Source: an optimization exercise on an open RTL-to-GDS flow (aim: small area, a short achievable clock period and few clock cycles). Production flows keep margins and buffers that such runs may drop.
Function was checked by simulation only, so behaviour that the tests miss may differ from the original.
No activity file was given, so power comes from the tool's default toggle rates.

**flow/design.v**
```verilog
`timescale 1ns/10ps
module dma_backend #(
  parameter int unsigned MaxOut = 4    
) (
  input  logic        clk_i,
  input  logic        rst_ni,
  input  logic        valid_i,
  input  logic [31:0] req_src_i,
  input  logic [31:0] req_dst_i,
  input  logic [31:0] req_num_bytes_i,
  input  logic        req_serialize_i,
  output logic        ready_o,
  output logic [31:0] ar_addr_o,
  output logic [7:0]  ar_len_o,
  output logic        ar_valid_o,
  input  logic        ar_ready_i,
  output logic [31:0] aw_addr_o,
  output logic [7:0]  aw_len_o,
  output logic        aw_valid_o,
  input  logic        aw_ready_i,
  output logic [31:0] w_data_o,
  output logic        w_last_o,
  output logic        w_valid_o,
  input  logic        w_ready_i,
  input  logic [31:0] r_data_i,
  input  logic        r_last_i,
  input  logic        r_valid_i,
  output logic        r_ready_o,
  input  logic        b_valid_i,
  output logic        b_ready_o,
  output logic        backend_idle_o,
  output logic        trans_complete_o
);
  localparam int unsigned BPtrW = (MaxOut > 1) ? $clog2(MaxOut) : 1;
  localparam int unsigned PendW = $clog2(MaxOut + 3);
  logic              free_q;     
  logic              rdy_q;      
  logic              free_d;
  logic              calc_q;     
  logic              ser_q;      
  logic              ar_vld_q;
  logic              aw_vld_q;
  logic [29:0]       src_q;
  logic [29:0]       dst_q;
  logic [29:0]       left_q;
  logic [3:0]        len_q;      
  logic              last_q;     
  logic              ge16;       
  logic              gt16;       
  logic              spe_q;      
  logic              dpe_q;      
  logic              spe_nx;
  logic              dpe_nx;
  logic [3:0]        cap_s;
  logic [3:0]        cap_d;
  logic [3:0]        cap_l;
  logic [3:0]        cap_lr;
  logic              s_le_d;
  logic              s_le_l;
  logic              d_le_l;
  logic              l_le_s;
  logic              l_le_d;
  logic [3:0]        len_d;
  logic              last_d;
  logic [4:0]        beats;
  logic              src_c4;
  logic              dst_c4;
  logic              src_c10;
  logic              dst_c10;
  logic              left_b5;
  logic [5:0]        src_mid_inc;
  logic [5:0]        dst_mid_inc;
  logic [19:0]       src_hi_inc;
  logic [19:0]       dst_hi_inc;
  logic [24:0]       left_hi_dec;
  logic [29:0]       src_nx;
  logic [29:0]       dst_nx;
  logic [29:0]       left_nx;
  logic              req_nz;
  logic              accept;
  logic              issue;
  logic              advance;
  logic              ar_vld_d;
  logic              aw_vld_d;
  logic              bl_mem_q [MaxOut];
  logic [BPtrW:0]    bl_wp_q;
  logic [BPtrW:0]    bl_rp_q;
  logic [BPtrW:0]    bl_wp_inc;
  logic [BPtrW:0]    bl_rp_inc;
  logic              bl_full;
  logic              bl_empty;
  logic              b_fire;
  logic [PendW-1:0]  pend_q;
  logic [PendW-1:0]  pend_x;
  logic [PendW-1:0]  pend_x1;
  logic              pend_is0;
  logic              pend_is1;
  logic              cmp_q;
  logic              cmp_d;
  logic              busy_q;     
  logic              ser_ok;
  assign ge16   = |left_q[29:4];
  assign gt16   = (|left_q[29:5]) | (left_q[4] & (|left_q[3:0]));
  assign cap_s  = spe_q ? ~src_q[3:0] : 4'hf;
  assign cap_d  = dpe_q ? ~dst_q[3:0] : 4'hf;
  assign cap_lr = left_q[3:0] - 4'd1;
  assign cap_l  = ge16 ? 4'hf : cap_lr;
  assign s_le_d = (cap_s <= cap_d);
  assign s_le_l = ge16 | (cap_s <= cap_lr);
  assign d_le_l = ge16 | (cap_d <= cap_lr);
  assign l_le_s = ge16 ? (cap_s == 4'hf) : (cap_lr <= cap_s);
  assign l_le_d = ge16 ? (cap_d == 4'hf) : (cap_lr <= cap_d);
  assign len_d  = (s_le_d & s_le_l) ? cap_s : (~s_le_d & d_le_l) ? cap_d : cap_l;
  assign last_d = ~gt16 & l_le_s & l_le_d;
  assign beats  = {1'b0, len_q} + 5'd1;
  assign src_c4  = (len_q >= ~src_q[3:0]);
  assign dst_c4  = (len_q >= ~dst_q[3:0]);
  assign src_c10 = src_c4 & (&src_q[9:4]);
  assign dst_c10 = dst_c4 & (&dst_q[9:4]);
  assign left_b5 = ({1'b0, left_q[3:0]} <= {1'b0, len_q}) & ~left_q[4];
  always_comb begin
    for (int i = 0; i < 6; i++) begin
      src_mid_inc[i] = src_q[4+i] ^ (&(src_q[9:4] | ~((6'd1 << i) - 6'd1)));
      dst_mid_inc[i] = dst_q[4+i] ^ (&(dst_q[9:4] | ~((6'd1 << i) - 6'd1)));
    end
    for (int i = 0; i < 20; i++) begin
      src_hi_inc[i] = src_q[10+i] ^ (&(src_q[29:10] | ~((20'd1 << i) - 20'd1)));
      dst_hi_inc[i] = dst_q[10+i] ^ (&(dst_q[29:10] | ~((20'd1 << i) - 20'd1)));
    end
    for (int i = 0; i < 25; i++) begin
      left_hi_dec[i] = left_q[5+i] ^ ~(|(left_q[29:5] & ((25'd1 << i) - 25'd1)));
    end
  end
  assign src_nx  = {src_c10 ? src_hi_inc : src_q[29:10],
                    src_c4 ? src_mid_inc : src_q[9:4],
                    src_q[3:0] + len_q + 4'd1};
  assign dst_nx  = {dst_c10 ? dst_hi_inc : dst_q[29:10],
                    dst_c4 ? dst_mid_inc : dst_q[9:4],
                    dst_q[3:0] + len_q + 4'd1};
  assign left_nx = {left_b5 ? left_hi_dec : left_q[29:5],
                    left_q[4:0] - {1'b0, len_q} - 5'd1};
  assign spe_nx  = src_c4 ? (src_q[9:4] == 6'd62) : (&src_q[9:4]);
  assign dpe_nx  = dst_c4 ? (dst_q[9:4] == 6'd62) : (&dst_q[9:4]);
  assign req_nz  = |req_num_bytes_i[31:2];
  assign accept  = rdy_q & valid_i & req_nz;
  assign ser_ok  = ~ser_q | pend_is1;
  assign issue   = calc_q & ~bl_full & ser_ok;
  assign advance = ~free_q & ~calc_q & ~ar_vld_q & ~aw_vld_q;
  assign ar_vld_d = issue | (ar_vld_q & ~ar_ready_i);
  assign aw_vld_d = issue | (aw_vld_q & ~aw_ready_i);
  always_comb begin
    free_d = free_q;
    if (free_q) begin
      free_d = ~accept;
    end else if (ar_vld_q | aw_vld_q) begin
      free_d = last_q & ~ar_vld_d & ~aw_vld_d;
    end
  end
  always_ff @(posedge clk_i or negedge rst_ni) begin
    if (!rst_ni) begin
      free_q   <= 1'b1;
      rdy_q    <= 1'b0;
      calc_q   <= 1'b0;
      ar_vld_q <= 1'b0;
      aw_vld_q <= 1'b0;
    end else begin
      free_q   <= free_d;
      rdy_q    <= free_d;
      ar_vld_q <= ar_vld_d;
      aw_vld_q <= aw_vld_d;
      if (free_q) begin
        calc_q <= accept;
      end else if (calc_q) begin
        calc_q <= ~issue;
      end else if (!ar_vld_q && !aw_vld_q) begin
        calc_q <= 1'b1;
      end
    end
  end
  always_ff @(posedge clk_i) begin
    if (free_q) begin
      src_q  <= req_src_i[31:2];
      dst_q  <= req_dst_i[31:2];
      left_q <= req_num_bytes_i[31:2];
      ser_q  <= req_serialize_i;
      spe_q  <= &req_src_i[11:6];
      dpe_q  <= &req_dst_i[11:6];
    end else if (advance) begin
      src_q  <= src_nx;
      dst_q  <= dst_nx;
      left_q <= left_nx;
      spe_q  <= spe_nx;
      dpe_q  <= dpe_nx;
    end else if (issue) begin
      ser_q  <= 1'b0;
    end
    if (issue) begin
      len_q  <= len_d;
      last_q <= last_d;
    end
  end
  assign ar_addr_o  = {src_q, 2'b00};
  assign aw_addr_o  = {dst_q, 2'b00};
  assign ar_len_o   = {4'd0, len_q};
  assign aw_len_o   = {4'd0, len_q};
  assign ar_valid_o = ar_vld_q;
  assign aw_valid_o = aw_vld_q;
  assign ready_o    = rdy_q;
  assign b_ready_o = 1'b1;
  assign bl_full   = (bl_wp_q == (bl_rp_q ^ {1'b1, BPtrW'(0)}));
  assign bl_empty  = (bl_wp_q == bl_rp_q);
  assign bl_wp_inc = bl_wp_q + 1'b1;
  assign bl_rp_inc = bl_rp_q + 1'b1;
  assign b_fire    = b_valid_i & ~bl_empty;
  assign cmp_d     = b_fire & bl_mem_q[bl_rp_q[BPtrW-1:0]];
  assign pend_x    = pend_q - PendW'(cmp_q);
  assign pend_x1   = pend_x + 1'b1;
  assign pend_is0  = (pend_x == '0);
  assign pend_is1  = (pend_x == PendW'(1));
  always_ff @(posedge clk_i or negedge rst_ni) begin
    if (!rst_ni) begin
      bl_wp_q  <= '0;
      bl_rp_q  <= '0;
      pend_q   <= '0;
      cmp_q    <= 1'b0;
      busy_q   <= 1'b0;
    end else begin
      if (issue) begin
        bl_wp_q <= bl_wp_inc;
      end
      if (b_fire) begin
        bl_rp_q <= bl_rp_inc;
      end
      pend_q   <= accept ? pend_x1 : pend_x;
      cmp_q    <= cmp_d;
      busy_q   <= accept | ~(cmp_d ? pend_is1 : pend_is0);
    end
  end
  always_ff @(posedge clk_i) begin
    for (int unsigned i = 0; i < MaxOut; i++) begin
      if (issue && bl_wp_q[BPtrW-1:0] == BPtrW'(i)) begin
        bl_mem_q[i] <= last_d;
      end
    end
  end
  assign trans_complete_o = cmp_q;
  assign backend_idle_o   = ~busy_q;
  logic              w_vld_q;
  logic [32:0]       w_q;
  logic              skid_vld_q;
  logic              skid_vld_d;
  logic              r_rdy_q;    
  logic [32:0]       skid_q;
  logic              out_free;
  logic              r_fire;
  assign out_free = ~w_vld_q | w_ready_i;
  assign r_fire   = r_valid_i & r_rdy_q;
  assign skid_vld_d = skid_vld_q ? ~out_free : (r_fire & ~out_free);
  always_ff @(posedge clk_i or negedge rst_ni) begin
    if (!rst_ni) begin
      w_vld_q    <= 1'b0;
      skid_vld_q <= 1'b0;
      r_rdy_q    <= 1'b0;
    end else begin
      w_vld_q    <= ~out_free | skid_vld_q | r_fire;
      skid_vld_q <= skid_vld_d;
      r_rdy_q    <= ~skid_vld_d;
    end
  end
  always_ff @(posedge clk_i) begin
    if (!skid_vld_q) begin
      skid_q <= {r_last_i, r_data_i};
    end
    if (out_free) begin
      w_q <= skid_vld_q ? skid_q : {r_last_i, r_data_i};
    end
  end
  assign w_valid_o = w_vld_q;
  assign w_data_o  = w_q[31:0];
  assign w_last_o  = w_q[32];
  assign r_ready_o = r_rdy_q;
endmodule
```
**flow/flow/run.sh**
```bash
#!/bin/bash
# standard layout; timing repair aims below the clock period, ports buffered with buf_1
bash standard.sh SETUP_SLACK_MARGIN=5.6 "BUFFER_PORTS_ARGS=-buffer_cell sky130_fd_sc_hd__buf_1" finish > standard.log 2>&1
```
**flow/standard.sh**
```bash
#!/bin/bash
# synth_recipe.tcl (not shown) runs the flow's synth.tcl, then flattens the netlist and writes it again
# the make line also repeats each setting of config.mk as NAME=value (left out here)
make -C /OpenROAD-flow-scripts/flow DESIGN_CONFIG=/design/flow/config.mk WORK_HOME=/design/flow/orfs CLKGATE_MAP_FILE= SYNTH_SCRIPT=/design/flow/synth_recipe.tcl "${@:-finish}"
```
**flow/config.mk**
```make
export PLATFORM = sky130hd
export DESIGN_NAME = dma_backend
export DESIGN_NICKNAME = dma_backend
export VERILOG_FILES = /design/flow/design.v
export SDC_FILE = /design/flow/constraint.sdc
export NUM_CORES = 4
export LEC_CHECK = 0
export CAP_MARGIN = 20
export CORE_MARGIN = 2
export CORE_UTILIZATION = 65
export CTS_BUF_LIST = sky130_fd_sc_hd__clkbuf_8 sky130_fd_sc_hd__clkbuf_16
export PLACE_DENSITY = 0.75
export SLEW_MARGIN = 20
```
**flow/constraint.sdc**
```tcl
create_clock -name core_clock -period 8.5 [get_ports {clk_i}]
set_input_delay 1.7000 -clock core_clock [delete_from_list [all_inputs] [get_ports {clk_i}]]
set_output_delay 1.7000 -clock core_clock [all_outputs]
set_load 0.01 [all_outputs]
```
==> results.txt, run 1 <==
outcome timing/DRC/antenna clean; die footprint between 15000 and 20000 µm²; Max Clock Skew 0.01148 ns; GR Overflow Total 0; worst setup margin roughly 5.6 ns; Max-slew headroom 42.50%; Post-Syn Instances 834; CP startpoint kind register; initial core utilization 66.39%; row cnt 44; MaxCap Viol Count 0; unrepaired setup endpoints after global routing true; post-detail-place hpwl 15.72 mm; I/O Buffers 239; critical-path cell list buf_6; unique cell type count in the Yosys netlist roughly 60; Placer Congestion ~0.89; DRC viols 0; Tcrit/Tclk final approximately a third; worst r2r dst bl_mem_q[0]; CP required ~7 ns; DP Worst Slack 5.006 ns; #FFs+latches synth 187; Crit path buffers/inverters 1; DR iter-0 viols about 440; largest net degree at the start of global routing 87; Vias/cell about 5.5; fin. max-slew vios 0; clk sinks ~190; register area about 5200 µm²; commonest non-fill, non-tap cells in the layout buf_1 (237), edfxtp_1 (135), nand2_1 (94); number of synthesized flops with an enable pin 135; CTS root buffer clkbuf_16; Total GRT Usage 28.13%; crit-path max FO 5; WP data arrival 1.16 ns; H-tree depth 4; Final min period 2.861 ns; via count 7021; initial antenna violation count 1; CP startpoint len_q[3]; global-route wire length before repair 34.76 mm; pwr dens 382.2 nW/µm²; post-synth top area share 42.17%; synthesized area about 9600 µm²; area grow syn2layout 18.34%; # IOs 259; CP Class reg2out; Seq/Total Area, Yosys 54.00%; Worst R2R Path Depth 7; crit-path leading delay family flip-flops; Multi-input gate area 4156 µm²; hold path startpoint skid_q[26]; WL final 21.73 mm; TritonCTS buffer count 17; post-detailed-route count of antenna-violating nets 0; syn_area_per_cell 11.53 µm²; max incr delay on CP ~0.53 ns; origin of the critical flop-to-flop path left_q[2]; DR pass1 iterations 5; fraction of layout cells with a size suffix above 1 between 10% and 20%; static leakage 4.310 nW; critical path depth 1; hold_buf cts 0; die span in y 125.6 µm; Die W 125.6 µm; Finish-stage setup viols 0; final-stage net count about 1.3k; Hold Path Class reg2reg; vias in the first global route 6989; fmax 0.3495 GHz; Max VDD drop 0.1912 mV; slowest CP cell edfxtp_1; clock latency (worst-skew pair) between 0.4 and 0.5 ns; filler cell count 992; Final Hold Fails 0; Core Area 14480 µm²; ys async rst share between 10% and 20%; setup TNS 0 ns; Clock transition at path regs 0.07 ns; post-synth top area cell edfxtp_1; Routed WL per cell 17.13 µm; Ys Warns 2; commonest non-fill, non-tap cell in the layout buf_1; worst setup path end aw_len_o[3]; top cells by area, synth edfxtp_1 (42%), ha_1 (8.1%), dfxtp_1 (6.9%); reg-to-reg setup timing slack 5.76 ns; ys flop type edfxtp_1; Critical Path End Type output pin; Tightest Pin Transition 0.8625 ns; Max clock buf depth 2; CTS tree yes
sequential cells by signal, indices dropped and copies added, names as in the netlist, 3 cells and up:
| name | flops |
|---|---|
| skid_q | 33 |
| left_q | 30 |
| bl_wp_q | 3 |
| src_q | 30 |
| w_q | 33 |
| dst_q | 30 |
| len_q | 4 |
| bl_mem_q | 4 |
| bl_rp_q | 3 |
| pend_q | 3 |
per-stage QoR:
stage,cells,instance area (µm²),hold WS [ns],power (mW),utilization [%]
floorplan,845,9717,0.4461,2.971,-
global placement,1228,10640,0.4509,3.417,73.50
detailed placement,1228,10640,0.4580,3.460,73.50
CTS,1266,11320,0.4763,4.323,78.16
global route,1267,11370,0.4888,4.664,78.55
finish,1268,11380,0.4759,4.347,78.57
where the power goes:
part	switching [mW]	total, mW	internal [mW]
Sequential	0.304	1.77	1.46
Clock	0.405	0.808	0.403
Combinational	1.04	1.77	0.730
per-layer routing:
| metal | up-vias | track usage, % | share of wire (%) |
|---|---|---|---|
| met3 | 35 | 9.686 | 8.2 |
| met4 | 0 | 7.843 | 1.9 |
| li1 | 3458 | - | - |
| met5 | - | 0 | 0 |
| met2 | 242 | 48.43 | 50 |
| met1 | 3286 | 33.81 | 40 |
synthesized netlist by cell type, drive strengths merged, types with 19 or more instances:
| cell | n |
|---|---|
| nand2 | 94 |
| inv | 57 |
| nor4 | 20 |
| nor2 | 25 |
| edfxtp | 135 |
| clkbuf | 23 |
| xor2 | 20 |
| dfxtp | 33 |
| buf | 19 |
| xnor2 | 47 |
| ha | 62 |
| a21oi | 27 |
| mux2 | 52 |
| o21ai | 77 |
cell families (layout without fill, tap and decap cells):
logic type,count (synthesis),after routing,synth area share (%)
XOR/XNOR,67,67,6.104
multiplexers,58,58,6.716
AO/OA/AOI/OAI,136,136,8.239
other,2,14,0.07812
flip-flops,187,187,54.00
buffers and inverters,99,335,4.530
AND/OR/NAND/NOR,220,222,11.64
adder cells (fa/ha/maj),65,65,8.695
cell type report:
cell class	count	area share (%)
Clock buffer	17	3.740
Antenna cell	1	0.02200
Multi-Input combinational cell	561	36.54
Tap cell	184	2.024
Inverter	57	1.914
Clock inverter	15	1.661
Timing Repair Buffer	245	8.392
Timing Repair inverter	1	0.04399
Sequential cell	187	45.67
what timing repair did:
| item | 4_1_cts | 5_1_grt |
|---|---|---|
| pin swaps | 1 | 2 |
| setup endpoints to repair | 42 | 49 |
| buffers inserted | 3 | 1 |
| gates resized for setup | 4 | 11 |
| endpoints found under the hold margin | 0 | 0 |
| gates cloned | 3 | 0 |
worst min-delay path by stage:
stage | endpoint | depth (start not counted)
2_1_floorplan | skid_q[32] | 1
3_3_place_gp | skid_q[11] | 1
3_5_place_dp | skid_q[0] | 1
4_1_cts | skid_q[28] | 1
5_1_grt | skid_q[30] | 1
6_report | skid_q[26] | 1
Testbench counts, summed over its fixed seeds: cycles 36,136.
==> run 2: changes to the inputs <==
--- a/flow/config.mk
+++ b/flow/config.mk
@@ -9,5 +9,5 @@
 export CORE_MARGIN = 2
 export CORE_UTILIZATION = 65
-export CTS_BUF_LIST = sky130_fd_sc_hd__clkbuf_8 sky130_fd_sc_hd__clkbuf_16
 export PLACE_DENSITY = 0.75
 export SLEW_MARGIN = 20
+export TNS_END_PERCENT = 5
==> run 2 against run 1 <==
Still clean on timing, DRC and antenna; synthesized cell count stayed put; sequential power about the same; via count grew 2.2%; count of clock-buffer cells in the layout increased by 1; combinational power about the same; flip-flop and latch count is the same; routed wire length increased by 4.1%; largest power group unchanged.
==> results.txt, run 2 <==
sequential power share 40.6% (about the same); commonest non-fill, non-tap cells in the layout buf_1 (238), edfxtp_1 (135), nand2_1 (94); Critical Path End Type register; CP required 8.80 ns (+2.00 ns); static leakage 4.310 nW (about the same); CP Class in2reg; #FFs+latches synth 187 (unchanged); setup TNS 0 ns (unchanged); Crit path buffers/inverters 2 (+1); Max-slew headroom 40.67% (-1.8 points); unique cell type count in the Yosys netlist 61 (unchanged); global-route wire length before repair 35.62 mm (+2.5%); Tightest Pin Transition 0.8899 ns (+0.02735 ns); ys async rst share 10.16% (unchanged); I/O Buffers 239 (unchanged); Seq/Total Area, Yosys 54.00% (unchanged); top cells by area, synth edfxtp_1 (42%), ha_1 (8.1%), dfxtp_1 (6.9%); Vias/cell 5.662 (+2.3%); top-count cell post-synth edfxtp_1; top flop regs skid_q x33, w_q x33; Max Clock Skew 0.01299 ns (+0.001516 ns); Die W 125.6 µm (unchanged); Max clock buf depth 2 (unchanged); Core Area 14480 µm² (unchanged); worst setup path end busy_q; clock latency (worst-skew pair) 0.43 ns (about the same); Max VDD drop 0.2270 mV (+19%); DR iter-0 viols 519 (+19%); CP startpoint req_num_bytes_i[16]; worst r2r dst dst_q[29]; Psw 1.754 mW (+0.23%); Worst R2R Path Depth 8 (+1); initial core utilization 66.39% (unchanged); Clock Power Share 19.4% (+0.8 points); critical-path cell list buf_1 > nor4_1 > nand4_1 > o211ai_1 > buf_4 > or3b_2; post-detail-place hpwl 15.82 mm (+0.62%); row cnt 44 (unchanged); synthesized area 9613 µm² (unchanged); hold_buf cts 0 (unchanged); reg-to-reg setup timing slack 5.63 ns (-0.13 ns); slowest CP cell or3b_2; fraction of layout cells with a size suffix above 1 11.18% (-0.45 points); crit-path leading delay family simple AND/OR/NAND/NOR gates; fin. max-slew vios 0 (unchanged); Final min period 2.906 ns (+0.04472 ns); WP data arrival 3.21 ns (+2.05 ns); max incr delay on CP 0.44 ns (-0.09 ns); GR Overflow Total 0 (unchanged); Finish-stage setup viols 0 (unchanged); synth cell count leaders edfxtp_1 (135), nand2_1 (94), o21ai_0 (76); vias in the first global route 7128 (+2.0%); area grow syn2layout 18.07%; Total GRT Usage 28.56% (+0.43 points); commonest non-fill, non-tap cell in the layout buf_1; DRC viols 0 (unchanged); crit-path max FO 2 (-3); Pint 2.657 mW (+2.3%); pwr dens 388.7 nW/µm² (+1.7%); WL final 22.61 mm (+4.1%); Post-Syn Instances 834 (unchanged); Hold Path Class reg2reg; Placer Congestion 0.9217 (+3.5%); Tcrit/Tclk final 34.19% (+0.53 points); ys flop type edfxtp_1; Min Hold Slack 0.4749 ns (-0.0009320 ns); critical path depth 6 (+5); number of synthesized flops with an enable pin 135 (unchanged); initial antenna violation count 0 (-1); post-synth top area cell edfxtp_1; syn_area_per_cell 11.53 µm² (unchanged); post-synth top area share 42.17% (unchanged); H-tree depth 4 (unchanged); Routed WL per cell 17.85 µm (+4.2%); die span in y 125.6 µm (unchanged); # IOs 259 (unchanged); largest net degree at the start of global routing 55 (-37%); CTS root buffer clkbuf_16; combinational share of power 40.1% (-0.6 points); final-stage net count 1272 (-0.079%); TritonCTS buffer count 17 (unchanged); clk sinks 187 (unchanged); die footprint 15780 µm² (unchanged); origin of the critical flop-to-flop path len_q[0]; Clock transition at path regs 0.07 ns (about the same); outcome timing/DRC/antenna clean; Final Hold Fails 0 (unchanged); post-detailed-route count of antenna-violating nets 0 (unchanged); Net Sw Frac 39.77% (-0.50 points); MaxCap Viol Count 0 (unchanged); Ys Warns 2 (unchanged); CTS tree yes; unrepaired setup endpoints after global routing true; fmax 0.3441 GHz (-1.5%); DR pass1 iterations 5 (unchanged); via count 7174 (+2.2%); CP startpoint kind input port
==> run 2: worst min-delay path by stage <==
| stage | startpoint | to | cells after the start |
|---|---|---|---|
| 6_report | skid_q[26] | skid_q[26] | 1 |
| 3_3_place_gp | skid_q[29] | skid_q[29] | 1 |
| 4_1_cts | skid_q[24] | skid_q[24] | 1 |
| 3_5_place_dp | skid_q[24] | skid_q[24] | 1 |
| 2_1_floorplan | skid_q[32] | skid_q[32] | 1 |
| 5_1_grt | skid_q[11] | skid_q[11] | 1 |
==> run 2: final cells by class <==
cell class	instances	area [µm²]
clock inverter	14	188.9
clock buffer	18	450.4
antenna	1	2.502
multi-input combinational	561	4111
inverter	57	217.7
timing repair buffer	244	948.4
sequential	187	5195
fill	965	3129
timing repair inverter	1	5.005
tap	184	230.2
==> run 2: kinds of logic after synthesis <==
family / Yosys count / share of synthesized area (%)
flops: 187 / 54.00
simple gates: 220 / 11.64
buf+inv: 99 / 4.530
fa+ha+maj: 65 / 8.695
compound gates: 136 / 8.239
other cells: 2 / 0.07812
xor+xnor: 67 / 6.104
mux: 58 / 6.716
==> run 2: stage by stage <==
| step | power [mW] | setup WS (ns) | instances | area [µm²] | utilization, % |
|---|---|---|---|---|---|
| final | 4.412 | 5.594 | 1267 | 11350 | 78.39 |
| after global routing | 4.711 | 5.534 | 1266 | 11350 | 78.37 |
| after CTS | 4.393 | 5.528 | 1265 | 11300 | 78.02 |
| after detailed placement | 3.468 | 4.617 | 1228 | 10590 | 73.15 |
| after global placement | 3.413 | 4.636 | 1228 | 10590 | 73.15 |
| after floorplan | 2.965 | 5.481 | 845 | 9667 | - |
==> run 2: per-layer routing <==
metal / up-vias / GRT usage (%) / wire [µm]
li1: 3445 / - / -
met1: 3401 / 36.04 / 9055
met2: 285 / 47.03 / 11010
met3: 43 / 8.666 / 1863
met4: 0 / 10.26 / 678
met5: - / 0 / 0
==> run 2: power groups by stage <==
stage | clock [mW] | combinational (mW) | sequential [mW]
global placement | 0 | 1.61 | 1.81
CTS | 0.863 | 1.75 | 1.78
detailed placement | 0 | 1.65 | 1.82
global route | 0.898 | 1.98 | 1.83
finish | 0.855 | 1.77 | 1.79
floorplan | 0 | 1.22 | 1.75
==> run 2: repair_timing <==
action / CTS / global route
gates cloned: 3 / 0
gates resized for setup: 4 / 7
pin swaps: 1 / 2
setup buffers: 2 / 1
setup endpoints to repair: 58 / 50
==> run 3: changes to the inputs <==
--- a/flow/config.mk
+++ b/flow/config.mk
@@ -11,3 +11,2 @@
 export PLACE_DENSITY = 0.75
 export SLEW_MARGIN = 20
-export TNS_END_PERCENT = 5
==> run 3 against run 2 <==
Routed wire length shrank 3.9%; cell count is essentially flat; largest cell class unchanged; sequential power is essentially flat; maximum frequency grew 1.6%; synthesized area is the same; register-to-register slack gained 0.13 ns; die area is the same; highest routed layer unchanged; critical path depth shrank 5; non-clock buffer count grew 1; synthesized cell count is the same; clock skew shrank 0.0015 ns.
==> results.txt, run 3 <==
slowest CP cell edfxtp_1; synth cell count leaders edfxtp_1 (135), nand2_1 (94), o21ai_0 (76); DRC viols 0 (unchanged); Max Clock Skew 0.01148 ns (-0.001516 ns); post-synth top area cell edfxtp_1; setup TNS 0 ns (unchanged); die footprint 15780 µm² (unchanged); Crit path buffers/inverters 1 (-1); Max-slew headroom 42.50% (+1.8 points); Core Area 14480 µm² (unchanged); WL final 21.73 mm (-3.9%); CTS root buffer clkbuf_16; fmax 0.3495 GHz (+1.6%); commonest non-fill, non-tap cell in the layout buf_1; MaxCap Viol Count 0 (unchanged); vias in the first global route 6989 (-2.0%); Placer Congestion 0.8903 (-3.4%); largest net degree at the start of global routing 87 (+58%); initial core utilization 66.39% (unchanged); Max clock buf depth 2 (unchanged); Seq/Total Area, Yosys 54.00% (unchanged); TritonCTS buffer count 17 (unchanged); I/O Buffers 239 (unchanged); ys flop type edfxtp_1; syn_area_per_cell 11.53 µm² (unchanged); unrepaired setup endpoints after global routing true; pwr dens 382.2 nW/µm² (-1.7%); Multi-input gate area 4156 µm² (+1.1%); top flop regs skid_q x33, w_q x33; static leakage 4.310 nW (about the same); WP data arrival 1.16 ns (-2.05 ns); area grow syn2layout 18.34%; register area 5195 µm² (unchanged); hold_buf cts 0 (unchanged); non-filler cells, final 1268 (+0.079%); row cnt 44 (unchanged); commonest non-fill, non-tap cells in the layout buf_1 (237), edfxtp_1 (135), nand2_1 (94); DR iter-0 viols 436 (-16%); Tightest Pin Transition 0.8625 ns (-0.02735 ns); post-detailed-route count of antenna-violating nets 0 (unchanged); top-count cell post-synth edfxtp_1; CTS tree yes; dpl cells 1228 (unchanged); post-detail-place hpwl 15.72 mm (-0.62%); die span in y 125.6 µm (unchanged); outcome timing/DRC/antenna clean; CP required 6.80 ns (-2.00 ns); crit-path leading delay family flip-flops; Tcrit/Tclk final 33.66% (-0.53 points); synthesized area 9613 µm² (unchanged); Hold Path Class reg2reg; top cells by area, synth edfxtp_1 (42%), ha_1 (8.1%), dfxtp_1 (6.9%); initial antenna violation count 1 (+1); # IOs 259 (unchanged); post-synth top area share 42.17% (unchanged); global-route wire length before repair 34.76 mm (-2.4%); Routed WL per cell 17.13 µm (-4.0%); filler cell count 992 (+2.8%); unique cell type count in the Yosys netlist 61 (unchanged); Critical Path End Type output pin; Die W 125.6 µm (unchanged); Final min period 2.861 ns (-0.04472 ns); number of synthesized flops with an enable pin 135 (unchanged); via count 7021 (-2.1%); fin. max-slew vios 0 (unchanged); Final Hold Fails 0 (unchanged); Vias/cell 5.537 (-2.2%); Finish-stage setup viols 0 (unchanged); ys async rst share 10.16% (unchanged); Post-Syn Instances 834 (unchanged); clock latency (worst-skew pair) 0.44 ns (about the same); CP startpoint kind register; clk sinks 187 (unchanged); Total GRT Usage 28.13% (-0.43 points); Clock transition at path regs 0.07 ns (about the same); Max VDD drop 0.1912 mV (-16%); DR pass1 iterations 5 (unchanged); critical-path cell list buf_6; crit-path max FO 5 (+3); fraction of layout cells with a size suffix above 1 11.63% (+0.45 points); final-stage net count 1273 (+0.079%); CP Class reg2out; Ys Warns 2 (unchanged); H-tree depth 4 (unchanged); max incr delay on CP 0.53 ns (+0.09 ns); GR Overflow Total 0 (unchanged); #FFs+latches synth 187 (unchanged)
## run 3: cell counts after synthesis
Identical to the previous run, type by type.
## run 3: where the power goes
group          switching [mW]  internal [mW]
sequential              0.304           1.46
combinational            1.04          0.730
clock                   0.405          0.403
## run 3: timing repair
item / 4_1_cts / 5_1_grt
buffers inserted: 3 / 1
pin swaps: 1 / 2
cloned: 3 / 0
resized for setup: 4 / 11
endpoints found under the setup margin: 42 / 49
## run 3: cell families (layout without fill, tap and decap cells)
logic type,Yosys count,count (layout),share of synthesized area (%)
flops,187,187,54.00
buf+inv,99,335,4.530
xor+xnor,67,67,6.104
simple gates,220,222,11.64
other cells,2,14,0.07812
mux,58,58,6.716
compound gates,136,136,8.239
fa+ha+maj,65,65,8.695
## run 3: metrics by stage
step	power [mW]	worst slack [ns]	utilization [%]	hold slack (ns)	cell area, µm²
after floorplan	2.971	5.556	-	0.4461	9717
after global placement	3.417	5.046	73.50	0.4509	10640
after detailed placement	3.460	5.006	73.50	0.4580	10640
after CTS	4.323	5.546	78.16	0.4763	11320
after global routing	4.664	5.597	78.55	0.4888	11370
final	4.347	5.639	78.57	0.4759	11380
## run 3: layout make-up
| type | instances | area share [%] |
|---|---|---|
| tap | 184 | 2.024 |
| clock buffer | 17 | 3.740 |
| sequential | 187 | 45.67 |
| multi-input combinational | 561 | 36.54 |
| timing repair inverter | 1 | 0.04399 |
| clock inverter | 15 | 1.661 |
| antenna | 1 | 0.02200 |
| timing repair buffer | 245 | 8.392 |
| inverter | 57 | 1.914 |
## run 3: worst paths after layout
path	slack [ns]	depth (start not counted)	to	startpoint
setup / recovery	5.64	1	aw_len_o[3]	len_q[3]
hold / removal	0.48	1	skid_q[26]	skid_q[26]
setup reg to reg	5.76	7	bl_mem_q[0]	left_q[2]
hold reg to reg	0.48	1	skid_q[26]	skid_q[26]
max in group asynchronous	6.95	1	free_q	rst_ni
min in group asynchronous	1.20	1	pend_q[0]	rst_ni
## run 3: layer usage
layer	wire (µm)	share of wire, %	vias up	GRT usage, %
met2	10900	50	242	48.43
met5	0	0	-	0
met1	8615	40	3286	33.81
met4	423	1.9	0	7.843
li1	-	-	3458	-
met3	1781	8.2	35	9.686
==> run 4: changes to the inputs <==
--- a/flow/config.mk
+++ b/flow/config.mk
@@ -9,4 +9,6 @@
 export CORE_MARGIN = 2
 export CORE_UTILIZATION = 65
+export CTS_CLUSTER_DIAMETER = 100
+export CTS_CLUSTER_SIZE = 30
 export PLACE_DENSITY = 0.75
 export SLEW_MARGIN = 20
==> run 4 against run 3 <==
Worst hold slack did not move; cell area unchanged; first-iteration DRC count unchanged; routed wire length unchanged; power is the same; register-to-register slack barely moved; synthesized area is the same; flip-flop and latch count stayed put; largest power group unchanged; highest routed layer unchanged.
==> results.txt, run 4 <==
outcome timing/DRC/antenna clean; Routed WL per cell 17.13 µm (unchanged); Tcrit/Tclk final 33.66% (unchanged); sequential power share 40.7% (about the same); worst r2r dst bl_mem_q[0]; top-count cell post-synth edfxtp_1; via count 7021 (unchanged); H-tree depth 4 (unchanged); final-stage net count 1273 (unchanged); slowest CP cell edfxtp_1; I/O Buffers 239 (unchanged); die footprint 15780 µm² (unchanged); setup TNS 0 ns (unchanged); final core occ 78.57% (unchanged); Total GRT Usage 28.13% (unchanged); CTS root buffer clkbuf_16; Hold Path Class reg2reg; Max VDD drop 0.1912 mV (unchanged); area grow syn2layout 18.34% (unchanged); Placer Congestion 0.8903 (unchanged); #FFs+latches synth 187 (unchanged); DR iter-0 viols 436 (unchanged); GR Overflow Total 0 (unchanged); largest net degree at the start of global routing 87 (unchanged); vias in the first global route 6989 (unchanged); Final min period 2.861 ns (unchanged); TritonCTS buffer count 17 (unchanged); clk sinks 187 (unchanged); ys flop type edfxtp_1; global-route wire length before repair 34.76 mm (unchanged); max incr delay on CP 0.53 ns (about the same); Worst R2R Path Depth 7 (unchanged); initial antenna violation count 1 (unchanged); Clock Power Share 18.6% (about the same); syn_area_per_cell 11.53 µm² (unchanged); clock latency (worst-skew pair) 0.44 ns (about the same); Hold Path Depth 1 (unchanged); reg-to-reg setup timing slack 5.76 ns (about the same); WP data arrival 1.16 ns (about the same); Worst Hold Endpoint skid_q[26]; top flop regs skid_q x33, w_q x33; unrepaired setup endpoints after global routing true; Critical Path End Type output pin; fmax 0.3495 GHz (unchanged); crit-path leading delay family flip-flops; post-detailed-route count of antenna-violating nets 0 (unchanged); row cnt 44 (unchanged); Pint 2.597 mW (unchanged); filler cell count 992 (unchanged); post-detail-place hpwl 15.72 mm (unchanged); ys async rst share 10.16% (unchanged); Max Clock Skew 0.01148 ns (unchanged); top cells by area, synth edfxtp_1 (42%), ha_1 (8.1%), dfxtp_1 (6.9%); Max-slew headroom 42.50% (unchanged); Finish-stage setup viols 0 (unchanged); CP Class reg2out; Post-Syn Instances 834 (unchanged); post-synth top area cell edfxtp_1; post-synth top area share 42.17% (unchanged); commonest non-fill, non-tap cell in the layout buf_1; unique cell type count in the Yosys netlist 61 (unchanged); hold path startpoint skid_q[26]; Multi-input gate area 4156 µm² (unchanged); origin of the critical flop-to-flop path left_q[2]; crit-path max FO 5 (unchanged); synthesized area 9613 µm² (unchanged); Tightest Pin Transition 0.8625 ns (unchanged); Min Hold Slack 0.4759 ns (unchanged); pwr dens 382.2 nW/µm² (unchanged); die span in y 125.6 µm (unchanged); hold_buf cts 0 (unchanged); static leakage 4.310 nW (unchanged); CP startpoint kind register; # IOs 259 (unchanged); Ys Warns 2 (unchanged); critical-path cell list buf_6; synth cell count leaders edfxtp_1 (135), nand2_1 (94), o21ai_0 (76); Net Sw Frac 40.26% (unchanged); Die W 125.6 µm (unchanged); Area after DPL 10640 µm² (unchanged); DRC viols 0 (unchanged); final instance area 11380 µm² (unchanged); total power draw 4.347 mW (unchanged); Psw 1.750 mW (unchanged); Max clock buf depth 2 (unchanged); commonest non-fill, non-tap cells in the layout buf_1 (237), edfxtp_1 (135), nand2_1 (94); CP required 6.80 ns (about the same); initial core utilization 66.39% (unchanged); register area 5195 µm² (unchanged); fraction of layout cells with a size suffix above 1 11.63% (unchanged); MaxCap Viol Count 0 (unchanged); Vias/cell 5.537 (unchanged); DR pass1 iterations 5 (unchanged); fin. max-slew vios 0 (unchanged); combinational share of power 40.7% (about the same); CTS tree yes; Final Hold Fails 0 (unchanged); Seq/Total Area, Yosys 54.00% (unchanged); Crit path buffers/inverters 1 (unchanged); Core Area 14480 µm² (unchanged); Clock transition at path regs 0.07 ns (about the same); number of synthesized flops with an enable pin 135 (unchanged); WL final 21.73 mm (unchanged)
[run 4: final cells by class]
type / instances / area share (%)
clock buffers: 17 / 3.740
repair buffers: 245 / 8.392
multi-input cells: 561 / 36.54
inverters: 57 / 1.914
clock inverters: 15 / 1.661
repair inverters: 1 / 0.04399
diodes: 1 / 0.02200
well taps: 184 / 2.024
flip-flops and latches: 187 / 45.67
[run 4: cell families after synthesis]
logic type / after synthesis / synth area share (%)
simple gates: 220 / 11.64
flops: 187 / 54.00
compound gates: 136 / 8.239
xor+xnor: 67 / 6.104
fa+ha+maj: 65 / 8.695
other cells: 2 / 0.07812
mux: 58 / 6.716
buf+inv: 99 / 4.530
[run 4: routing by layer]
metal	global-route usage, %	wire [µm]
met5	0	0
met4	7.843	423
met3	9.686	1781
met2	48.43	10900
met1	33.81	8615
[run 4: how the worst max path moves through the flow]
| stage | to | from | slack (ns) | depth (start not counted) |
|---|---|---|---|---|
| after detailed placement | busy_q | req_num_bytes_i[19] | 5.01 | 5 |
| after global placement | busy_q | req_num_bytes_i[3] | 5.05 | 5 |
| after floorplan | busy_q | req_num_bytes_i[6] | 5.56 | 4 |
| final | aw_len_o[3] | len_q[3] | 5.64 | 1 |
| after CTS | src_q[27] | free_q | 5.55 | 3 |
| after global routing | ar_len_o[3] | len_q[3] | 5.60 | 1 |
[run 4: power by group through the flow]
stage	combinational [mW]	clock, mW	sequential [mW]
after floorplan	1.22	0	1.75
after global placement	1.64	0	1.77
after detailed placement	1.68	0	1.78
after CTS	1.74	0.820	1.77
after global routing	2.00	0.852	1.81
final	1.77	0.808	1.77
[run 4: timing repair]
action | CTS | global route
buffers inserted | 3 | 1
cloned | 3 | 0
endpoints found under the hold margin | 0 | 0
pin swaps | 1 | 2
endpoints found under the setup margin | 42 | 49
gates resized for setup | 4 | 11
[run 4: stage by stage]
stage	setup WS (ns)	std cells
floorplan	5.556	845
global placement	5.046	1228
detailed placement	5.006	1228
CTS	5.546	1266
global route	5.597	1267
finish	5.639	1268
==> run 5: changes to the inputs <==
--- a/flow/config.mk
+++ b/flow/config.mk
@@ -9,6 +9,6 @@
 export CORE_MARGIN = 2
 export CORE_UTILIZATION = 65
-export CTS_CLUSTER_DIAMETER = 100
-export CTS_CLUSTER_SIZE = 30
+export CTS_CLUSTER_DIAMETER = 30
+export CTS_CLUSTER_SIZE = 10
 export PLACE_DENSITY = 0.75
 export SLEW_MARGIN = 20
==> run 5 against run 4 <==
Largest cell class unchanged; critical path type unchanged; clock power about the same; global-route usage is the same; count of clock-buffer cells in the layout unchanged; setup slack is the same; register-to-register slack about the same.
==> results.txt, run 5 <==
outcome timing/DRC/antenna clean; max incr delay on CP 0.53 ns (about the same); final-stage net count 1273 (unchanged); fmax 0.3495 GHz (unchanged); Crit path buffers/inverters 1 (unchanged); # IOs 259 (unchanged); Worst R2R Path Depth 7 (unchanged); global-route wire length before repair 34.76 mm (unchanged); CP required 6.80 ns (about the same); commonest non-fill, non-tap cells in the layout buf_1 (237), edfxtp_1 (135), nand2_1 (94); register area 5195 µm² (unchanged); pwr dens 382.2 nW/µm² (unchanged); setup TNS 0 ns (unchanged); unrepaired setup endpoints after global routing true; crit-path leading delay family flip-flops; top-count cell post-synth edfxtp_1; Max-slew headroom 42.50% (unchanged); synth cell count leaders edfxtp_1 (135), nand2_1 (94), o21ai_0 (76); CTS tree yes; slowest CP cell edfxtp_1; largest net degree at the start of global routing 87 (unchanged); die span in y 125.6 µm (unchanged); fin. max-slew vios 0 (unchanged); post-synth top area cell edfxtp_1; Ys Warns 2 (unchanged); Tightest Pin Transition 0.8625 ns (unchanged); I/O Buffers 239 (unchanged); Multi-input gate area 4156 µm² (unchanged); reg-to-reg setup timing slack 5.76 ns (about the same); ys flop type edfxtp_1; origin of the critical flop-to-flop path left_q[2]; syn_area_per_cell 11.53 µm² (unchanged); die footprint 15780 µm² (unchanged); Critical Path End Type output pin; unique cell type count in the Yosys netlist 61 (unchanged); initial antenna violation count 1 (unchanged); critical-path cell list buf_6; Max VDD drop 0.1912 mV (unchanged); CTS root buffer clkbuf_16; post-detail-place hpwl 15.72 mm (unchanged); MaxCap Viol Count 0 (unchanged); area grow syn2layout 18.34% (unchanged); Worst Hold Endpoint skid_q[26]; worst r2r dst bl_mem_q[0]; vias in the first global route 6989 (unchanged); CP startpoint kind register; crit-path max FO 5 (unchanged); Hold Path Depth 1 (unchanged); hold_buf cts 0 (unchanged); Vias/cell 5.537 (unchanged); clk sinks 187 (unchanged); filler cell count 992 (unchanged); Placer Congestion 0.8903 (unchanged); hold path startpoint skid_q[26]; via count 7021 (unchanged); Max Clock Skew 0.01148 ns (unchanged); WL final 21.73 mm (unchanged); CP Class reg2out; DR pass1 iterations 5 (unchanged); Die W 125.6 µm (unchanged); ys async rst share 10.16% (unchanged); Clock transition at path regs 0.07 ns (about the same); Post-Syn Instances 834 (unchanged); number of synthesized flops with an enable pin 135 (unchanged); fraction of layout cells with a size suffix above 1 11.63% (unchanged); Hold Path Class reg2reg; DRC viols 0 (unchanged); clock latency (worst-skew pair) 0.44 ns (about the same); Final Hold Fails 0 (unchanged); row cnt 44 (unchanged); initial core utilization 66.39% (unchanged); final core occ 78.57% (unchanged); Tcrit/Tclk final 33.66% (unchanged); H-tree depth 4 (unchanged); top flop regs skid_q x33, w_q x33; static leakage 4.310 nW (unchanged); Core Area 14480 µm² (unchanged); #FFs+latches synth 187 (unchanged); TritonCTS buffer count 17 (unchanged); top cells by area, synth edfxtp_1 (42%), ha_1 (8.1%), dfxtp_1 (6.9%); post-detailed-route count of antenna-violating nets 0 (unchanged); WP data arrival 1.16 ns (about the same); commonest non-fill, non-tap cell in the layout buf_1; Routed WL per cell 17.13 µm (unchanged); synthesized area 9613 µm² (unchanged); post-synth top area share 42.17% (unchanged); GR Overflow Total 0 (unchanged); DR iter-0 viols 436 (unchanged); Finish-stage setup viols 0 (unchanged); Total GRT Usage 28.13% (unchanged); Final min period 2.861 ns (unchanged); Max clock buf depth 2 (unchanged); Seq/Total Area, Yosys 54.00% (unchanged)
-- run 5: cell counts in the layout (fill, tap and decap cells not counted) --
Identical to the previous run, type by type.
-- run 5: cells by family after synthesis --
group	count (synthesis)	share of synthesized area (%)
other	2	0.07812
multiplexers	58	6.716
AO/OA/AOI/OAI	136	8.239
adder cells (fa/ha/maj)	65	8.695
buffers and inverters	99	4.530
XOR/XNOR	67	6.104
AND/OR/NAND/NOR	220	11.64
flip-flops	187	54.00
-- run 5: power breakdown --
part	leakage [nW]	switching (mW)	internal [mW]
Combinational	2.22	1.04	0.730
Sequential	1.79	0.304	1.46
Clock	0.297	0.405	0.403
Total	4.31	1.75	2.60
-- run 5: per-layer routing --
| layer | GRT usage [%] | up-vias | wire, µm |
|---|---|---|---|
| li1 | - | 3458 | - |
| met1 | 33.81 | 3286 | 8615 |
| met5 | 0 | - | 0 |
| met3 | 9.686 | 35 | 1781 |
| met4 | 7.843 | 0 | 423 |
| met2 | 48.43 | 242 | 10900 |
-- run 5: how the worst max path moves through the flow --
stage                              startpoint          end  slack, ns  cells after the start
after floorplan            req_num_bytes_i[6]       busy_q       5.56                      4
after global placement     req_num_bytes_i[3]       busy_q       5.05                      5
after detailed placement  req_num_bytes_i[19]       busy_q       5.01                      5
after CTS                              free_q    src_q[27]       5.55                      3
after global routing                 len_q[3]  ar_len_o[3]       5.60                      1
final                                len_q[3]  aw_len_o[3]       5.64                      1
-- run 5: layout make-up --
cell class / count / area share [%]
flip-flops and latches: 187 / 45.67
multi-input cells: 561 / 36.54
repair buffers: 245 / 8.392
clock buffers: 17 / 3.740
well taps: 184 / 2.024
inverters: 57 / 1.914
clock inverters: 15 / 1.661
repair inverters: 1 / 0.04399
diodes: 1 / 0.02200
-- run 5: repair_timing --
item / 4_1_cts / 5_1_grt
pin swaps: 1 / 2
cloned: 3 / 0
setup buffers: 3 / 1
setup endpoints to repair: 42 / 49
gates resized for setup: 4 / 11
-- run 5: stage by stage --
| step | instance area [µm²] | worst slack, ns | power [mW] | hold WS, ns | instances |
|---|---|---|---|---|---|
| floorplan | 9717 | 5.556 | 2.971 | 0.4461 | 845 |
| global placement | 10640 | 5.046 | 3.417 | 0.4509 | 1228 |
| detailed placement | 10640 | 5.006 | 3.460 | 0.4580 | 1228 |
| CTS | 11320 | 5.546 | 4.323 | 0.4763 | 1266 |
| global route | 11370 | 5.597 | 4.664 | 0.4888 | 1267 |
| finish | 11380 | 5.639 | 4.347 | 0.4759 | 1268 |
==> run 6: changes to the inputs <==
==> flow/flow/run.sh (replaced) <==
#!/bin/bash
# standard layout; timing repair aims below the clock period, ports buffered with buf_1
bash standard.sh SETUP_SLACK_MARGIN=5.8 "BUFFER_PORTS_ARGS=-buffer_cell sky130_fd_sc_hd__buf_1" finish > standard.log 2>&1
--- a/flow/config.mk
+++ b/flow/config.mk
@@ -9,6 +9,5 @@
 export CORE_MARGIN = 2
 export CORE_UTILIZATION = 65
-export CTS_CLUSTER_DIAMETER = 30
-export CTS_CLUSTER_SIZE = 10
 export PLACE_DENSITY = 0.75
 export SLEW_MARGIN = 20
+export TNS_END_PERCENT = 5
==> run 6 against run 5 <==
Count of clock-buffer cells in the layout rose by 1; largest power group is now combinational cells; routed wire length up 2.6%; critical path depth unchanged; combinational power increased by 6%; sequential power is essentially flat; worst hold slack lost 0.0011 ns; register-to-register slack is essentially flat; power grew 1.8%; non-clock buffer count grew 9; cell area grew 0.84%; first-iteration DRC count increased by 27%; largest cell class unchanged; via count is 3.0% higher.
==> results.txt, run 6 <==
H-tree depth 4 (unchanged); final core occ 79.23% (+0.66 points); Worst Hold Endpoint skid_q[23]; clk sinks 187 (unchanged); Max clock buf depth 2 (unchanged); CP startpoint kind register; dpl cells 1228 (unchanged); pwr dens 385.6 nW/µm² (+0.91%); top flop regs skid_q x33, w_q x33; top cells by area, synth edfxtp_1 (42%), ha_1 (8.1%), dfxtp_1 (6.9%); Final min period 2.819 ns (-0.04255 ns); non-filler cells, final 1276 (+0.63%); ys flop type edfxtp_1; Tightest Pin Transition 0.8608 ns (-0.001680 ns); row cnt 44 (unchanged); Tcrit/Tclk final 33.16% (-0.50 points); post-synth top area cell edfxtp_1; CP Class reg2out; DR iter-0 viols 555 (+27%); Post-Syn Instances 834 (unchanged); top-count cell post-synth edfxtp_1; unique cell type count in the Yosys netlist 61 (unchanged); DRC viols 0 (unchanged); via count 7234 (+3.0%); Hold Path Depth 1 (unchanged); largest net degree at the start of global routing 96 (+10%); Final Hold Fails 0 (unchanged); fin. max-slew vios 0 (unchanged); worst r2r dst len_q[0]; Total GRT Usage 28.26% (+0.13 points); WL final 22.29 mm (+2.6%); WP data arrival 1.12 ns (-0.04 ns); CTS tree yes; MaxCap Viol Count 0 (unchanged); Hold Path Class reg2reg; Critical Path End Type output pin; fmax 0.3548 GHz (+1.5%); commonest non-fill, non-tap cells in the layout buf_1 (235), edfxtp_1 (135), nand2_1 (93); ys async rst share 10.16% (unchanged); slowest CP cell edfxtp_1; global-route wire length before repair 34.85 mm (+0.26%); Max Clock Skew 0.01478 ns (+0.003300 ns); synthesized area 9613 µm² (unchanged); synth cell count leaders edfxtp_1 (135), nand2_1 (94), o21ai_0 (76); TritonCTS buffer count 17 (unchanged); syn_area_per_cell 11.53 µm² (unchanged); Finish-stage setup viols 0 (unchanged); post-detailed-route count of antenna-violating nets 0 (unchanged); setup TNS 0 ns (unchanged); Ys Warns 2 (unchanged); post-detail-place hpwl 15.71 mm (about the same); critical-path cell list buf_6; clock latency (worst-skew pair) 0.45 ns (about the same); initial antenna violation count 0 (-1); Die W 125.6 µm (unchanged); Core Area 14480 µm² (unchanged); origin of the critical flop-to-flop path left_q[2]; final-stage net count 1282 (+0.71%); Vias/cell 5.669 (+2.4%); hold_buf cts 0 (unchanged); unrepaired setup endpoints after global routing true; hold path startpoint skid_q[23]; number of synthesized flops with an enable pin 135 (unchanged); # IOs 259 (unchanged); commonest non-fill, non-tap cell in the layout buf_1; vias in the first global route 7011 (+0.31%); reg-to-reg setup timing slack 5.76 ns (about the same); die footprint 15780 µm² (unchanged); crit-path max FO 3 (-2); Seq/Total Area, Yosys 54.00% (unchanged); I/O Buffers 239 (unchanged); area grow syn2layout 19.33%; die span in y 125.6 µm (unchanged); Placer Congestion 0.9581 (+7.6%); GR Overflow Total 0 (unchanged); ant diodes 0 (-1); max incr delay on CP 0.50 ns (-0.03 ns); outcome timing/DRC/antenna clean; CP required 6.80 ns (about the same); static leakage 4.356 nW (+1.1%); Routed WL per cell 17.47 µm (+2.0%); DR pass1 iterations 5 (unchanged); initial core utilization 66.39% (unchanged); Clock transition at path regs 0.07 ns (about the same); Crit path buffers/inverters 1 (unchanged); #FFs+latches synth 187 (unchanged); post-synth top area share 42.17% (unchanged); crit-path leading delay family flip-flops; fraction of layout cells with a size suffix above 1 13.00% (+1.4 points); Worst R2R Path Depth 8 (+1); Max-slew headroom 42.61% (+0.11 points); Min Hold Slack 0.4748 ns (-0.001073 ns); Max VDD drop 0.2389 mV (+25%); CTS root buffer clkbuf_16
## run 6: cell counts after synthesis
Identical to the previous run, type by type.
## run 6: timing repair
item	4_1_cts	5_1_grt
hold endpoints to repair	0	0
endpoints found under the setup margin	120	131
setup buffers	8	5
cloned	3	0
pin swaps	1	6
gates resized for setup	7	15
## run 6: cells by family (layout without fill, tap and decap cells)
| family | count (synthesis) | count (layout) | share of synthesized area, % |
|---|---|---|---|
| and+or+nand+nor | 220 | 222 | 11.64 |
| xor gates and xnor gates | 67 | 67 | 6.104 |
| adders and majority gates | 65 | 65 | 8.695 |
| buffers and inverters | 99 | 344 | 4.530 |
| other | 2 | 13 | 0.07812 |
| AOI/OAI and AO/OA | 136 | 136 | 8.239 |
| muxes | 58 | 58 | 6.716 |
| DFF | 187 | 187 | 54.00 |
## run 6: report_power, final
group	total (mW)	switching, mW	internal (mW)	leakage, nW
Sequential	1.78	0.312	1.46	1.79
Combinational	1.88	1.09	0.783	2.28
Clock	0.772	0.380	0.392	0.280
Total	4.42	1.78	2.64	4.36
## run 6: worst max path at each step
stage                     depth (start not counted)           startpoint  slack (ns)           to
final                                             1             len_q[3]        5.68  aw_len_o[3]
after CTS                                         1             len_q[3]        5.67  aw_len_o[3]
after detailed placement                          5  req_num_bytes_i[18]        5.06       busy_q
after global routing                              7  req_num_bytes_i[19]        5.61       calc_q
after floorplan                                   4   req_num_bytes_i[6]        5.56       busy_q
after global placement                            5   req_num_bytes_i[2]        5.08       busy_q
## run 6: layout make-up
cell class                      instances  area [µm²]
Sequential cell                       187        5195
Clock buffer                           18       429.2
Tap cell                              184       230.2
Clock inverter                         14       148.9
Timing Repair inverter                  1       5.005
Multi-Input combinational cell        561        4195
Timing Repair Buffer                  254        1050
Fill cell                             963        3008
Inverter                               57       217.7
## run 6: stage by stage
| stage | setup WS, ns | instance area, µm² | power [mW] |
|---|---|---|---|
| final | 5.681 | 11470 | 4.424 |
| after global routing | 5.613 | 11470 | 4.722 |
| after CTS | 5.672 | 11350 | 4.339 |
| after detailed placement | 5.061 | 10650 | 3.484 |
| after global placement | 5.082 | 10650 | 3.431 |
| after floorplan | 5.556 | 9721 | 2.974 |
## run 6: routing by layer
layer / share of wire, % / up-vias / wire, µm / GRT usage (%)
met1: 39 / 3428 / 8626 / 35.16
met3: 8.5 / 38 / 1887 / 8.241
met4: 1.8 / 0 / 412 / 9.542
li1: - / 3458 / - / -
met5: 0 / - / 0 / 0
met2: 51 / 310 / 11360 / 47.63
==> run 7: changes to the inputs <==
--- a/flow/design.v
+++ b/flow/design.v
@@ -33,5 +33,4 @@
 );
   localparam int unsigned BPtrW = (MaxOut > 1) ? $clog2(MaxOut) : 1;
-  localparam int unsigned PendW = $clog2(MaxOut + 3);
   logic              free_q;     
   logic              rdy_q;      
@@ -91,9 +90,6 @@
   logic              bl_empty;
   logic              b_fire;
-  logic [PendW-1:0]  pend_q;
-  logic [PendW-1:0]  pend_x;
-  logic [PendW-1:0]  pend_x1;
-  logic              pend_is0;
-  logic              pend_is1;
+  logic [BPtrW:0]    bl_wp_d;
+  logic [BPtrW:0]    bl_rp_d;
   logic              cmp_q;
   logic              cmp_d;
@@ -144,5 +140,5 @@
   assign req_nz  = |req_num_bytes_i[31:2];
   assign accept  = rdy_q & valid_i & req_nz;
-  assign ser_ok  = ~ser_q | pend_is1;
+  assign ser_ok  = ~ser_q | bl_empty;
   assign issue   = calc_q & ~bl_full & ser_ok;
   assign advance = ~free_q & ~calc_q & ~ar_vld_q & ~aw_vld_q;
@@ -214,25 +210,17 @@
   assign b_fire    = b_valid_i & ~bl_empty;
   assign cmp_d     = b_fire & bl_mem_q[bl_rp_q[BPtrW-1:0]];
-  assign pend_x    = pend_q - PendW'(cmp_q);
-  assign pend_x1   = pend_x + 1'b1;
-  assign pend_is0  = (pend_x == '0);
-  assign pend_is1  = (pend_x == PendW'(1));
+  assign bl_wp_d   = issue ? bl_wp_inc : bl_wp_q;
+  assign bl_rp_d   = b_fire ? bl_rp_inc : bl_rp_q;
   always_ff @(posedge clk_i or negedge rst_ni) begin
     if (!rst_ni) begin
       bl_wp_q  <= '0;
       bl_rp_q  <= '0;
-      pend_q   <= '0;
       cmp_q    <= 1'b0;
       busy_q   <= 1'b0;
     end else begin
-      if (issue) begin
-        bl_wp_q <= bl_wp_inc;
-      end
-      if (b_fire) begin
-        bl_rp_q <= bl_rp_inc;
-      end
-      pend_q   <= accept ? pend_x1 : pend_x;
+      bl_wp_q  <= bl_wp_d;
+      bl_rp_q  <= bl_rp_d;
       cmp_q    <= cmp_d;
-      busy_q   <= accept | ~(cmp_d ? pend_is1 : pend_is0);
+      busy_q   <= ~free_d | (bl_wp_d != bl_rp_d);
     end
   end
==> flow/flow/run.sh (replaced) <==
#!/bin/bash
# standard layout; timing repair aims below the clock period, ports buffered with buf_1
bash standard.sh SETUP_SLACK_MARGIN=5.5 "BUFFER_PORTS_ARGS=-buffer_cell sky130_fd_sc_hd__buf_1" finish > standard.log 2>&1
--- a/flow/config.mk
+++ b/flow/config.mk
@@ -11,3 +11,2 @@
 export PLACE_DENSITY = 0.75
 export SLEW_MARGIN = 20
-export TNS_END_PERCENT = 5
==> run 7 against run 6 <==
Die area decreased by 2.3%; largest cell class unchanged; critical path type is now in2reg; via count decreased by 3.8%; worst hold slack about the same; synthesized area decreased by 2.3%; cell area decreased by 3.5%.
==> results.txt, run 7 <==
Tightest Pin Transition 1.053 ns (+0.1923 ns); CP Class in2reg; Post-Syn Instances 808 (-3.1%); total power draw 4.392 mW (-0.73%); Pint 2.607 mW (-1.2%); syn_area_per_cell 11.62 µm² (+0.80%); filler cell count 922 (-4.3%); Max VDD drop 0.2107 mV (-12%); DR iter-0 viols 514 (-7.4%); fmax 0.3459 GHz (-2.5%); fin. max-slew vios 0 (unchanged); Placer Congestion 0.8463 (-12%); I/O Buffers 239 (unchanged); largest net degree at the start of global routing 78 (-19%); outcome timing/DRC/antenna clean; vias in the first global route 6622 (-5.5%); DRC viols 0 (unchanged); H-tree depth 4 (unchanged); post-detailed-route count of antenna-violating nets 0 (unchanged); hold_buf cts 0 (unchanged); Hold Path Class reg2reg; sequential power share 41.6% (+1.4 points); CTS root buffer clkbuf_16; unrepaired setup endpoints after global routing false; unique cell type count in the Yosys netlist 59 (-3.3%); Total GRT Usage 28.87% (+0.61 points); Finish-stage setup viols 0 (unchanged); WP data arrival 3.21 ns (+2.09 ns); static leakage 4.278 nW (-1.8%); die footprint 15420 µm² (-2.3%); die span in y 124.2 µm (-1.1%); initial antenna violation count 0 (unchanged); Critical Path End Type register; via count 6957 (-3.8%); combinational share of power 40.3% (-2.1 points); final-stage net count 1244 (-3.0%); reg-to-reg setup timing slack 5.63 ns (-0.13 ns); Tcrit/Tclk final 34.02% (+0.85 points); crit-path max FO 3 (unchanged); post-synth top area cell edfxtp_1; area grow syn2layout 17.90%; Net Sw Frac 40.64% (+0.31 points); top-count cell post-synth edfxtp_1; setup TNS 0 ns (unchanged); CP startpoint kind input port; row cnt 43 (-2.3%); ant diodes 0 (unchanged); #FFs+latches synth 184 (-1.6%); Psw 1.785 mW (about the same); clk sinks 184 (-1.6%); commonest non-fill, non-tap cell in the layout buf_1; final core occ 79.12% (-0.10 points); Max-slew headroom 29.79% (-13 points); DR pass1 iterations 5 (unchanged); Core Area 13990 µm² (-3.4%); Clock Power Share 18.1% (+0.6 points); CTS tree yes; Ys Warns 2 (unchanged); non-filler cells, final 1239 (-2.9%); top cells by area, synth edfxtp_1 (43%), ha_1 (7.6%), dfxtp_1 (7.0%); post-detail-place hpwl 16.12 mm (+2.6%); Die W 124.2 µm (-1.1%); commonest non-fill, non-tap cells in the layout buf_1 (239), edfxtp_1 (135), nand2_1 (100); Multi-input gate area 3989 µm² (-4.9%); initial core utilization 67.11% (+0.72 points); dpl cells 1202 (-2.1%); TritonCTS buffer count 17 (unchanged); Final min period 2.891 ns (+0.07257 ns); Vias/cell 5.615 (-0.96%); Max Clock Skew 0.01058 ns (-0.004203 ns); clock latency (worst-skew pair) 0.44 ns (about the same); synth cell count leaders edfxtp_1 (135), nand2_1 (100), o21ai_0 (73); WL final 21.66 mm (-2.8%); # IOs 259 (unchanged); post-synth top area share 43.18% (+1.0 points); ys flop type edfxtp_1; Routed WL per cell 17.48 µm (about the same); register area 5120 µm² (-1.4%); MaxCap Viol Count 0 (unchanged); Final Hold Fails 0 (unchanged); pwr dens 396.8 nW/µm² (+2.9%); number of synthesized flops with an enable pin 135 (unchanged); global-route wire length before repair 33.26 mm (-4.6%); CP required 8.82 ns (+2.02 ns); ys async rst share 8.696% (-1.5 points); synthesized area 9388 µm² (-2.3%); GR Overflow Total 0 (unchanged); top flop regs skid_q x33, w_q x33; Clock transition at path regs 0.08 ns (about the same); fraction of layout cells with a size suffix above 1 10.20% (-2.8 points); Max clock buf depth 2 (unchanged); Seq/Total Area, Yosys 54.50% (+0.50 points)
-- run 7: worst paths after layout --
check | startpoint | cells past startpoint | endpoint
hold / removal | skid_q[12] | 1 | skid_q[12]
min in group asynchronous | rst_ni | 1 | bl_rp_q[2]
hold reg to reg | skid_q[12] | 1 | skid_q[12]
setup / recovery | req_num_bytes_i[6] | 5 | busy_q
max in group asynchronous | rst_ni | 1 | rdy_q
setup reg to reg | left_q[0] | 10 | len_q[3]
-- run 7: what timing repair did --
action                     4_1_cts  5_1_grt
setup buffers                    0        5
gates resized for setup          0        3
setup endpoints to repair        0       10
-- run 7: routing by layer --
layer / GRT usage, % / wire, µm
met5: 0 / 0
met4: 10.39 / 490
met3: 9.936 / 1762
met2: 47.27 / 10680
met1: 35.66 / 8725
-- run 7: cell type report --
type                            count  share of cell area (%)
Clock inverter                     13                   1.255
Timing Repair Buffer              248                   8.716
Inverter                           47                   1.594
Clock buffer                       19                   4.104
Sequential cell                   184                   46.26
Tap cell                          180                   2.035
Multi-Input combinational cell    548                   36.04
-- run 7: power by group through the flow --
| stage | sequential, mW | combinational (mW) | clock, mW |
|---|---|---|---|
| 6_report | 1.83 | 1.77 | 0.794 |
| 5_1_grt | 1.88 | 1.99 | 0.838 |
| 4_1_cts | 1.83 | 1.75 | 0.796 |
| 3_5_place_dp | 1.84 | 1.73 | 0 |
| 3_3_place_gp | 1.83 | 1.68 | 0 |
| 2_1_floorplan | 1.81 | 1.19 | 0 |
-- run 7: per-stage QoR --
step | cell area, µm² | setup WS [ns] | hold WS, ns
after floorplan | 9455 | 5.540 | 0.4461
after global placement | 10420 | 5.104 | 0.4514
after detailed placement | 10420 | 5.087 | 0.4563
after CTS | 11020 | 5.507 | 0.4755
after global routing | 11070 | 5.541 | 0.4869
final | 11070 | 5.609 | 0.4744
-- run 7: cell families after synthesis --
| family | count (synthesis) | share of synthesized area, % |
|---|---|---|
| AO/OA/AOI/OAI | 132 | 8.330 |
| AND/OR/NAND/NOR | 221 | 11.56 |
| XOR/XNOR | 64 | 6.131 |
| buffers and inverters | 87 | 4.158 |
| flip-flops | 184 | 54.50 |
| multiplexers | 58 | 7.011 |
| other | 2 | 0.08000 |
| adder cells (fa/ha/maj) | 60 | 8.237 |
-- run 7: critical path, stage by stage --
cell	delay, ns
buf_1	0.09
nor4_1	0.47
nand4_1	0.23
o2111a_1	0.33
a2111o_1	0.39
Testbench counts of run 7, summed over its fixed seeds: cycles 36,136.

port drivers added, routing unchanged:
How much do the figures lean on ideal ports? The routed layouts below were timed once more, with nothing changed but the port constraints. Step 1 (the two cells are an assumption about what drives the block):
set clk [get_ports {clk_i}]
set_driving_cell -lib_cell sky130_fd_sc_hd__clkbuf_16 $clk
set_driving_cell -lib_cell sky130_fd_sc_hd__buf_2 [delete_from_list [all_inputs] $clk]
Step 2 moves the port delays by t, midway between the first and last clock arrival at a register: inputs arrive t later, outputs are due t later. That takes back most of the time a late clock gives input paths. a / b / c = no drivers / after step 1 / after step 2; a / b = the first two.
| run | t (ns) | slack for setup (ns) | worst setup path after step 2 | latest minus earliest clock arrival (ns) |
|---|---|---|---|---|
| run 1 | 0.479 | 5.639 / 5.594 / 5.249 | input to register | 0.013 / 0.012 |
| run 2 | 0.469 | 5.594 / 5.574 / 5.149 | input to register | 0.015 / 0.015 |
| run 3 | 0.479 | 5.639 / 5.594 / 5.249 | input to register | 0.013 / 0.012 |
| run 4 | 0.479 | 5.639 / 5.594 / 5.249 | input to register | 0.013 / 0.012 |
| run 5 | 0.479 | 5.639 / 5.594 / 5.249 | input to register | 0.013 / 0.012 |
| run 6 | 0.481 | 5.681 / 5.637 / 5.218 | input to register | 0.018 / 0.018 |
| run 7 | 0.477 | 5.609 / 5.617 / 5.155 | input to register | 0.010 / 0.011 |
After both steps every run listed still meets setup and hold. For run 6, which loses most, drivers alone change the setup slack by -0.044 ns; drivers and shift together by -0.463 ns.
